This is an optimization exercise on Yosys and OpenROAD, whose aim is small area, a short achievable clock period and few clock cycles per item, not a production implementation.
Where RTL was checked, it was by simulation tests only, not by an equivalence proof against the original.

==> inputs of v18 <==
==> flow/design.v (excerpt) <==
module gregorian_day_number_convert_top (
    input  logic         clk,
    input  logic         rst_n,
    input  logic         req_valid,
    output logic         req_ready,
    input  logic         req_type,
    input  logic [13:0]  year_in,
    input  logic [3:0]   month_in,
    input  logic [4:0]   day_in,
    input  logic [21:0]  number_in,
    output logic         rsp_valid,
    input  logic         rsp_ready,
    output logic [21:0]  number_out,
    output logic [13:0]  year_out,
    output logic [3:0]   month_out,
    output logic [4:0]   day_out,
    output logic         range_error
);
==> module gregorian_day_number_convert_top, before the edit <==
module gregorian_day_number_convert_top (
    input  logic         clk,
    input  logic         rst_n,
    input  logic         req_valid,
    output logic         req_ready,
    input  logic         req_type,
    input  logic [13:0]  year_in,
    input  logic [3:0]   month_in,
    input  logic [4:0]   day_in,
    input  logic [21:0]  number_in,
    output logic         rsp_valid,
    input  logic         rsp_ready,
    output logic [21:0]  number_out,
    output logic [13:0]  year_out,
    output logic [3:0]   month_out,
    output logic [4:0]   day_out,
    output logic         range_error
);
    logic        v1_reg, v2_reg, v3_reg, v4_reg;
    logic        en;
    logic        s1_typ_reg;
    logic        s1_err_reg;
    logic [13:0] s1_y_reg;
    logic [9:0]  s1_a_reg;
    logic        s2_typ_reg;
    logic        s2_err_reg;
    logic [13:0] s2_y_reg;
    logic [9:0]  s2_a_reg;
    logic [6:0]  s2_q_reg;
    logic        s2_leap_reg;
    logic        s3_typ_reg;
    logic        s3_err_reg;
    logic        s3_leap_reg;
    logic [1:0]  s3_yh_reg;
    logic [21:0] s3_p_reg;
    logic        s4_num_reg;
    logic        s4_date_reg;
    logic        s4_err_reg;
    logic [22:0] s4_p_reg;
    assign en = !v4_reg || rsp_ready;
    assign req_ready = en;
    assign rsp_valid = v4_reg;
    always_ff @(posedge clk or negedge rst_n)
    begin
        if (!rst_n)
        begin
            v1_reg <= 1'b0;
            v2_reg <= 1'b0;
            v3_reg <= 1'b0;
            v4_reg <= 1'b0;
        end
        else if (en)
        begin
            v1_reg <= req_valid;
            v2_reg <= v1_reg;
            v3_reg <= v2_reg;
            v4_reg <= v3_reg;
        end
    end
    logic [3:0]  a_mi;
    logic        a_wrap;
    logic [8:0]  a_off;
    logic [13:0] a_yf;
    logic        a_ferr;
    logic [13:0] a_est;
    logic        a_gbad;
    gdn_est u_est (.n(number_in), .est(a_est));
    always_comb
    begin
        a_mi = gdn_pkg::fwd_month_index(month_in);
        a_wrap = (a_mi >= 4'd10);
        a_off = gdn_pkg::month_offset(a_mi) + 9'(day_in);
        a_yf = year_in - 14'(a_wrap);
        a_ferr = (a_wrap && (year_in == 14'd0)) || (a_yf > 14'd9999)
              || ((a_yf == 14'd9999) && (a_off > 9'd306))
              || ((a_yf == 14'd0) && (a_off < 9'd307));
        a_gbad = (number_in < 22'(gdn_pkg::NUM_MIN)) || (number_in > 22'(gdn_pkg::NUM_MAX));
    end
    always_ff @(posedge clk)
    begin
        if (en)
        begin
            s1_typ_reg <= req_type;
            if (req_type)
            begin
                s1_err_reg <= a_gbad;
                s1_y_reg <= a_est;
                s1_a_reg <= ~number_in[9:0];
            end
            else
            begin
                s1_err_reg <= a_ferr;
                s1_y_reg <= a_yf;
                s1_a_reg <= {1'b0, a_off};
            end
        end
    end
    logic [6:0]  b_q;
    logic [4:0]  b_rem25;
    logic        b_leap;
    gdn_q u_q (.y(s1_y_reg), .q(b_q));
    always_comb
    begin
        b_rem25 = s1_y_reg[6:2] - 5'(b_q) * 5'd25;
        b_leap = (s1_y_reg[1:0] == 2'd0) && ((b_rem25 != 5'd0) || (b_q[1:0] == 2'd0));
    end
    always_ff @(posedge clk)
    begin
        if (en)
        begin
            s2_typ_reg <= s1_typ_reg;
            s2_err_reg <= s1_err_reg;
            s2_y_reg <= s1_y_reg;
            s2_a_reg <= s1_a_reg;
            s2_q_reg <= b_q;
            s2_leap_reg <= b_leap;
        end
    end
    logic [21:0] m_z;
    gdn_z u_z (.t(s2_typ_reg), .a(s2_a_reg), .y(s2_y_reg), .q(s2_q_reg), .z(m_z));
    always_ff @(posedge clk)
    begin
        if (en)
        begin
            s3_typ_reg <= s2_typ_reg;
            s3_err_reg <= s2_err_reg;
            s3_leap_reg <= s2_leap_reg;
            s3_yh_reg <= s2_y_reg[13:12];
            s3_p_reg <= s2_typ_reg ? {s2_y_reg[11:0], ~m_z[9:0]} : m_z;
        end
    end
    logic        c_back;
    logic [8:0]  c_d;
    logic [11:1] c_ge;
    logic [3:0]  c_mi;
    logic [8:0]  c_mo;
    logic [4:0]  c_day;
    logic [3:0]  c_month;
    logic [13:0] c_year;
    always_comb
    begin
        c_back = s3_p_reg[9];
        c_d = s3_p_reg[8:0] + (c_back ? 9'd365 + 9'(s3_leap_reg) : 9'd0);
        for (int k = 1; k < 12; k++)
        begin
            c_ge[k] = (c_d >= gdn_pkg::month_offset(4'(k)));
        end
        c_mi[3] = c_ge[8];
        c_mi[2] = c_ge[4] && !c_ge[8];
        c_mi[1] = (c_ge[2] && !c_ge[4]) || (c_ge[6] && !c_ge[8]) || c_ge[10];
        c_mi[0] = (c_ge[1] && !c_ge[2]) || (c_ge[3] && !c_ge[4]) || (c_ge[5] && !c_ge[6])
               || (c_ge[7] && !c_ge[8]) || (c_ge[9] && !c_ge[10]) || c_ge[11];
        c_mo = gdn_pkg::month_offset(c_mi);
        c_day = c_d[4:0] - c_mo[4:0] + 5'd1;
        c_month = c_ge[10] ? c_mi - 4'd9 : c_mi + 4'd3;
        c_year = {s3_yh_reg, s3_p_reg[21:10]} - 14'(c_back) + 14'(c_ge[10]);
    end
    always_ff @(posedge clk)
    begin
        if (en)
        begin
            s4_num_reg <= !s3_typ_reg && !s3_err_reg;
            s4_date_reg <= s3_typ_reg && !s3_err_reg;
            s4_err_reg <= s3_err_reg;
            s4_p_reg <= s3_typ_reg ? {c_year, c_month, c_day} : {1'b0, s3_p_reg};
        end
    end
    assign range_error = s4_err_reg;
    assign number_out = s4_num_reg ? s4_p_reg[21:0] : 22'd0;
    assign year_out = s4_date_reg ? s4_p_reg[22:9] : 14'd0;
    assign month_out = s4_date_reg ? s4_p_reg[8:5] : 4'd0;
    assign day_out = s4_date_reg ? s4_p_reg[4:0] : 5'd0;
endmodule
Settings: LEC_CHECK=0, CAP_MARGIN=20, CORE_MARGIN=2, CORE_UTILIZATION=60, PLACE_DENSITY=0.75, SETUP_SLACK_MARGIN=3.5, SLEW_MARGIN=20; clock period 9.0 ns.
run.sh (not shown) runs the stock make flow with config.mk's settings and CLKGATE_MAP_FILE= SYNTH_SCRIPT=/design/flow/synth_recipe.tcl, a recipe that flattens the netlist after the stock synthesis.
==> v6 (differences from v18) <==
--- a/flow/design.v
+++ b/flow/design.v
@@ -832,3 +832,2 @@
     logic [6:0]  s2_q_reg;
-    logic        s2_leap_reg;
     logic        s3_typ_reg;
@@ -841,3 +840,3 @@
     logic        s4_err_reg;
-    logic [22:0] s4_p_reg;
+    logic [23:0] s4_p_reg;
     assign en = !v4_reg || rsp_ready;
@@ -901,10 +900,3 @@
     logic [6:0]  b_q;
-    logic [4:0]  b_rem25;
-    logic        b_leap;
     gdn_q u_q (.y(s1_y_reg), .q(b_q));
-    always_comb
-    begin
-        b_rem25 = s1_y_reg[6:2] - 5'(b_q) * 5'd25;
-        b_leap = (s1_y_reg[1:0] == 2'd0) && ((b_rem25 != 5'd0) || (b_q[1:0] == 2'd0));
-    end
     always_ff @(posedge clk)
@@ -918,3 +910,2 @@
             s2_q_reg <= b_q;
-            s2_leap_reg <= b_leap;
         end
@@ -922,3 +913,10 @@
     logic [21:0] m_z;
+    logic [4:0]  m_rem25;
+    logic        m_leap;
     gdn_z u_z (.t(s2_typ_reg), .a(s2_a_reg), .y(s2_y_reg), .q(s2_q_reg), .z(m_z));
+    always_comb
+    begin
+        m_rem25 = s2_y_reg[6:2] - 5'(s2_q_reg) * 5'd25;
+        m_leap = (s2_y_reg[1:0] == 2'd0) && ((m_rem25 != 5'd0) || (s2_q_reg[1:0] == 2'd0));
+    end
     always_ff @(posedge clk)
@@ -929,3 +927,3 @@
             s3_err_reg <= s2_err_reg;
-            s3_leap_reg <= s2_leap_reg;
+            s3_leap_reg <= m_leap;
             s3_yh_reg <= s2_y_reg[13:12];
@@ -938,6 +936,2 @@
     logic [3:0]  c_mi;
-    logic [8:0]  c_mo;
-    logic [4:0]  c_day;
-    logic [3:0]  c_month;
-    logic [13:0] c_year;
     always_comb
@@ -955,6 +949,2 @@
                || (c_ge[7] && !c_ge[8]) || (c_ge[9] && !c_ge[10]) || c_ge[11];
-        c_mo = gdn_pkg::month_offset(c_mi);
-        c_day = c_d[4:0] - c_mo[4:0] + 5'd1;
-        c_month = c_ge[10] ? c_mi - 4'd9 : c_mi + 4'd3;
-        c_year = {s3_yh_reg, s3_p_reg[21:10]} - 14'(c_back) + 14'(c_ge[10]);
     end
@@ -967,10 +957,33 @@
             s4_err_reg <= s3_err_reg;
-            s4_p_reg <= s3_typ_reg ? {c_year, c_month, c_day} : {1'b0, s3_p_reg};
+            s4_p_reg <= s3_typ_reg ? {s3_yh_reg, s3_p_reg[21:10], c_back, c_mi, c_d[4:0]}
+                                   : {2'b0, s3_p_reg};
         end
     end
-    assign range_error = s4_err_reg;
-    assign number_out = s4_num_reg ? s4_p_reg[21:0] : 22'd0;
-    assign year_out = s4_date_reg ? s4_p_reg[22:9] : 14'd0;
-    assign month_out = s4_date_reg ? s4_p_reg[8:5] : 4'd0;
-    assign day_out = s4_date_reg ? s4_p_reg[4:0] : 5'd0;
+    logic [13:0] o_y;
+    logic        o_back;
+    logic [3:0]  o_mi;
+    logic        o_wrap;
+    logic [4:0]  o_mo;
+    logic [4:0]  o_day;
+    logic [3:0]  o_month;
+    logic [13:0] o_year;
+    assign o_mo = (o_mi == 4'd1) ? 5'd31 : (o_mi == 4'd2) ? 5'd29 : (o_mi == 4'd3) ? 5'd28
+                : (o_mi == 4'd4) ? 5'd26 : (o_mi == 4'd5) ? 5'd25 : (o_mi == 4'd6) ? 5'd24
+                : (o_mi == 4'd7) ? 5'd22 : (o_mi == 4'd8) ? 5'd21 : (o_mi == 4'd9) ? 5'd19
+                : (o_mi == 4'd10) ? 5'd18 : (o_mi == 4'd11) ? 5'd17 : 5'd0;
+    always_comb
+    begin
+        o_y = s4_p_reg[23:10];
+        o_back = s4_p_reg[9];
+        o_mi = s4_p_reg[8:5];
+        o_wrap = (o_mi >= 4'd10);
+        o_day = s4_p_reg[4:0] - o_mo + 5'd1;
+        o_month = o_wrap ? o_mi - 4'd9 : o_mi + 4'd3;
+        o_year = o_y - 14'(o_back) + 14'(o_wrap);
+        range_error = s4_err_reg;
+        number_out = s4_num_reg ? s4_p_reg[21:0] : 22'd0;
+        year_out = s4_date_reg ? o_year : 14'd0;
+        month_out = s4_date_reg ? o_month : 4'd0;
+        day_out = s4_date_reg ? o_day : 5'd0;
+    end
 endmodule
- SETUP_SLACK_MARGIN: 3.5 -> 4.0
==> summary of the runs <==
- Against v18, the clock-buffer cell count of v6 is lower by 1.
- Global-route usage: v18 is lower than v6 (2.0 points).
- In v18 the via count is lower than in v6, by 0.25%.
- Against v6, the register-to-register slack of v18 is lower by 0.61 ns.
- Maximum frequency: v6 is lower than v18 (5.3%).
- Against v18, the sequential share of layout area of v6 is lower by 0.57 points.
Testbench counts of v18, summed over its fixed seeds: cycles 12,032, items 12,000.
Only the layout flow was run in v6; the RTL was not checked for function there.

-- afterwards: timing with drivers on the ports --
Ports are ideal in the flow. The routed layouts listed here were re-timed in OpenROAD. Step 1 sets driving cells, clkbuf_16 on the clock port and buf_2 on the other inputs (assumed; they add their load-dependent delay and slew). Step 2, shift: input delay + t, output delay - t, t = (earliest + latest rising clock arrival at the registers) / 2. This alone moves slack from input paths to output paths. a / b / c = ideal / step 1 / step 2; a / b = the first two.
| run | shift t [ns] | setup slack, ns | worst hold slack (ns) | worst setup path at the end | slew at the worst register clock pin (ns) |
|---|---|---|---|---|---|
| v18 | 0.456 | 3.481 / 3.480 / 3.025 | 0.419 / 0.419 / 0.419 | input to register | 0.05 / 0.05 |
| v6 | 0.456 | 3.171 / 3.170 / 2.715 | 0.417 / 0.417 / 0.417 | input to register | 0.06 / 0.06 |
After both steps every run listed still meets setup and hold.
